This is an optimization exercise on Yosys and OpenROAD, whose aim is small area, a short achievable clock period and few clock cycles, not a production implementation. The RTL was checked by simulation tests, not by an equivalence proof against the original design. Power figures rest on the tool's default switching activity, not on a simulated workload.

== run 1 ==
## mulDivUnit
module mulDivUnit (
	input  logic Clock,
	input  logic rstN,
	input  logic wbCyc,
	input  logic wbStb,
	input  logic wbWe,
	input  logic [4:0] wbAdr,
	input  logic [32-1:0] wbDatW,
	output logic [32-1:0] wbDatR,
	output logic wbAck
);
For scale: roughly 1,700 cells after synthesis, roughly 180 flip-flops.
export LEC_CHECK = 0
export CAP_MARGIN = 20
export CORE_MARGIN = 2
export CORE_UTILIZATION = 40
export SETUP_SLACK_MARGIN = 1.1
export SLEW_MARGIN = 20
create_clock -name core_clock -period 5.5 [get_ports {Clock}]
run.sh (not shown) runs the stock make flow with config.mk's settings and CLKGATE_MAP_FILE= SYNTH_SCRIPT=/design/flow/synth_recipe.tcl, a recipe that flattens the netlist after the stock synthesis.
Run 1 reached the final stage; the timing, DRC and antenna checks on its layout passed.
Testbench counts of run 1, summed over its fixed seeds: cycles 32,091.
## Diff of input files: run 2 against run 1
- CORE_UTILIZATION changed from 40 to 50
- CTS_BUF_LIST newly set to sky130_fd_sc_hd__clkbuf_4 sky130_fd_sc_hd__clkbuf_8
- SETUP_SLACK_MARGIN changed from 1.1 to 1.6
==> flow/flow/run.sh (new file) <==
#!/bin/bash
# The standard layout (standard.sh: the standard synthesis, floorplan, power
# grid, placement, clock tree, routing), with one change: the buffers that
# buffer_ports puts on every input and output port are sky130_fd_sc_hd__buf_2
# cells instead of the delay buffers it picks by default, which are larger and
# slower. The full make output goes to standard_make.log in the work folder.
set -euo pipefail
bash standard.sh "BUFFER_PORTS_ARGS=-buffer_cell sky130_fd_sc_hd__buf_2" finish > standard_make.log 2>&1
test -f out/final.def
==> flow/standard.sh (new file) <==
#!/bin/bash
# synth_recipe.tcl (not shown) runs the flow's synth.tcl, then flattens the netlist and writes it again
# the make line also repeats each setting of config.mk as NAME=value (left out here)
make -C /OpenROAD-flow-scripts/flow DESIGN_CONFIG=/design/flow/config.mk WORK_HOME=/design/flow/orfs CLKGATE_MAP_FILE= SYNTH_SCRIPT=/design/flow/synth_recipe.tcl "${@:-finish}"
removed: flow/run.sh
Results
- Run 2 — global router's overall resource usage 6.7 points higher, run 1 as reference
- Compared with run 1, run 2 shows die area that has gone down by more than 10%.
- Clock period minus worst slack ends up higher on run 1.
Inputs modified between run 2 and run 3:
- a change of CORE_UTILIZATION from 50 to 40
- a deleted CTS_BUF_LIST that had been sky130_fd_sc_hd__clkbuf_4 sky130_fd_sc_hd__clkbuf_8
==> comparison <==
Relative to run 2, flip-flop and latch share of the layout cell area has gone down in run 3. Taking run 2 as the reference, in run 3 x dimension of the die went up by 12%, worst-case setup margin in the final layout decreased by 74 ps relative to the old numbers, area taken by flip-flops and latches did not really move, combined area of the multi-input logic cells +120 um^2, die extent in y rose about 12%. From run 2 to run 3 the numbers moved as follows: final-layout non-clock buffer area share saw little to no change; power attributed to the clock group saw an increase; final cell count saw an increase; share of total power consumed by net switching saw a decrease. Design area: lower on run 2.
> inputs changed (run 3 -> run 4)
- CTS_BUF_LIST: unset -> sky130_fd_sc_hd__clkbuf_4 sky130_fd_sc_hd__clkbuf_8
diff --git a/flow/flow/run.sh b/flow/flow/run.sh
--- a/flow/flow/run.sh
+++ b/flow/flow/run.sh
@@ -8 +8 @@
-bash standard.sh "BUFFER_PORTS_ARGS=-buffer_cell sky130_fd_sc_hd__buf_2" finish > standard_make.log 2>&1
+bash standard.sh "BUFFER_PORTS_ARGS=-buffer_cell sky130_fd_sc_hd__buf_1" finish > standard_make.log 2>&1
- Run 4: full flow OK, the timing, DRC and antenna checks passed
- Compared with run 3, run 4 shows a lower layout cell share with drive strength beyond 1.
- Compared run 3 against run 4; routed wire length within noise.
- Final cell area: run 4 below run 3

== harbor ==
mulDivUnit again, from the RTL that the note above started with.
make LEC_CHECK=0 CAP_MARGIN=20 CORE_MARGIN=2 CORE_UTILIZATION=40 SETUP_SLACK_MARGIN=2.1 SLEW_MARGIN=20 finish   # period 5.5 ns
Stock flow here: none of the scripts above is used.
harbor completed; timing, DRC and antenna clean
Testbench counts of harbor, summed over its fixed seeds: cycles 32,091.
Edits applied to the flow inputs when going from harbor to violet:
- SETUP_SLACK_MARGIN now 1.6, was 2.1
## What came out
Of the two candidates, harbor has the better worst setup slack and violet the worse one.
Re number of hold buffers added after cts: no difference whatsoever between harbor and violet.
violet does worse than harbor on worst hold margin.
The following lists how yarrow was set up differently from violet:
- setting CTS_BUF_LIST to sky130_fd_sc_hd__clkbuf_4 sky130_fd_sc_hd__clkbuf_8 for the first time
==> flow/flow/run.sh (new file) <==
#!/bin/bash
# The standard layout (standard.sh: the standard synthesis, floorplan, power
# grid, placement, clock tree, routing), with one change: the buffers that
# buffer_ports puts on every input and output port are sky130_fd_sc_hd__buf_2
# cells instead of the delay buffers it picks by default, which are larger and
# slower. The full make output goes to standard_make.log in the work folder.
set -euo pipefail
bash standard.sh "BUFFER_PORTS_ARGS=-buffer_cell sky130_fd_sc_hd__buf_2" finish > standard_make.log 2>&1
test -f out/final.def
==> flow/standard.sh (new file) <==
#!/bin/bash
# synth_recipe.tcl (not shown) runs the flow's synth.tcl, then flattens the netlist and writes it again
# the make line also repeats each setting of config.mk as NAME=value (left out here)
make -C /OpenROAD-flow-scripts/flow DESIGN_CONFIG=/design/flow/config.mk WORK_HOME=/design/flow/orfs CLKGATE_MAP_FILE= SYNTH_SCRIPT=/design/flow/synth_recipe.tcl "${@:-finish}"
removed: flow/run.sh
Findings:
- Of yarrow and violet, the run reporting the higher number of cells upsized or downsized after cts was violet.
- Per the comparison of yarrow with violet, wire length of the first global-routing pass fell 0.75%, critical path depth rose 2, non-clock buffer count about even, number of pins with negative max-slew slack in the final report about even.
- Net load switching power, yarrow vs violet: down by a few percent
- Synthesis-to-layout area growth (higher): violet
### yarrow -> tundra
- CTS_BUF_LIST removed (was sky130_fd_sc_hd__clkbuf_4 sky130_fd_sc_hd__clkbuf_8)
- TNS_END_PERCENT newly set to 5
==> flow/run.sh (new file) <==
#!/bin/bash
# synth_recipe.tcl (not shown) runs the flow's synth.tcl, then flattens the netlist and writes it again
# the make line also repeats each setting of config.mk as NAME=value (left out here)
make -C /OpenROAD-flow-scripts/flow DESIGN_CONFIG=/design/flow/config.mk WORK_HOME=/design/flow/orfs CLKGATE_MAP_FILE= SYNTH_SCRIPT=/design/flow/synth_recipe.tcl finish
removed: flow/flow/run.sh
removed: flow/standard.sh
## What came out
Run comparison: tundra layer with the highest usage met2; yarrow layer with the highest usage met1
Comparing yarrow with tundra, the total routed wirelength came out essentially unchanged.
Cell internal power dissipation of tundra exceeds that of yarrow by more than 10%.
The wire length of the first global-routing pass on tundra is in line with that on yarrow.
Per the comparison of tundra with yarrow, setup fix buffers added after clock tree synthesis now sits lower; headroom to the max-slew limit saw a decrease; clock group share of total power now sits higher.
Looking at timing endpoint of the critical path, the wbDatR[19] result is from tundra; the lo[15] one comes from yarrow.
Summary of tundra over yarrow: total power went up by 11%, clock period minus worst slack went up by 0.14 ns, synthesis-to-layout area growth went up by 2.4 points.

-- port drivers added, routing unchanged --
How much do the figures lean on ideal ports? The routed layouts below were timed once more, with nothing changed but the port constraints. Step 1 assumes that a clkbuf_16 drives the clock port and a buf_2 every other input. Step 2 times the ports against the registers' clock, not the clock port: input delays grow and output delays shrink by t, the midpoint of the rising clock arrivals with the driver on. Slacks: ideal ports / drivers / drivers and shift; pairs: ideal ports / drivers.
run | t, ns | setup WS [ns] | clock arrival spread, ns | slew at the worst register clock pin (ns) | cell pins on the clock port's net
run 1 | 0.498 | 1.248 / 1.227 / 1.203 | 0.012 / 0.012 | 0.08 / 0.08 | 1
run 2 | 0.517 | 1.692 / 1.672 / 1.267 | 0.020 / 0.020 | 0.11 / 0.11 | 1
run 3 | 0.492 | 1.619 / 1.619 / 1.305 | 0.015 / 0.015 | 0.08 / 0.08 | 1
run 4 | 0.539 | 1.692 / 1.669 / 1.335 | 0.018 / 0.018 | 0.10 / 0.10 | 1
harbor | 0.488 | 1.829 / 1.826 / 1.723 | 0.016 / 0.016 | 0.08 / 0.08 | 1
violet | 0.496 | 1.644 / 1.621 / 1.316 | 0.010 / 0.010 | 0.07 / 0.07 | 1
yarrow | 0.533 | 1.634 / 1.634 / 1.301 | 0.021 / 0.020 | 0.11 / 0.11 | 1
tundra | 0.496 | 1.494 / 1.472 / 1.234 | 0.010 / 0.010 | 0.07 / 0.07 | 1
After both steps every run listed still meets setup and hold. The setup slack of run 2, which loses most, moves by -0.020 ns with the drivers and by -0.425 ns with both steps.
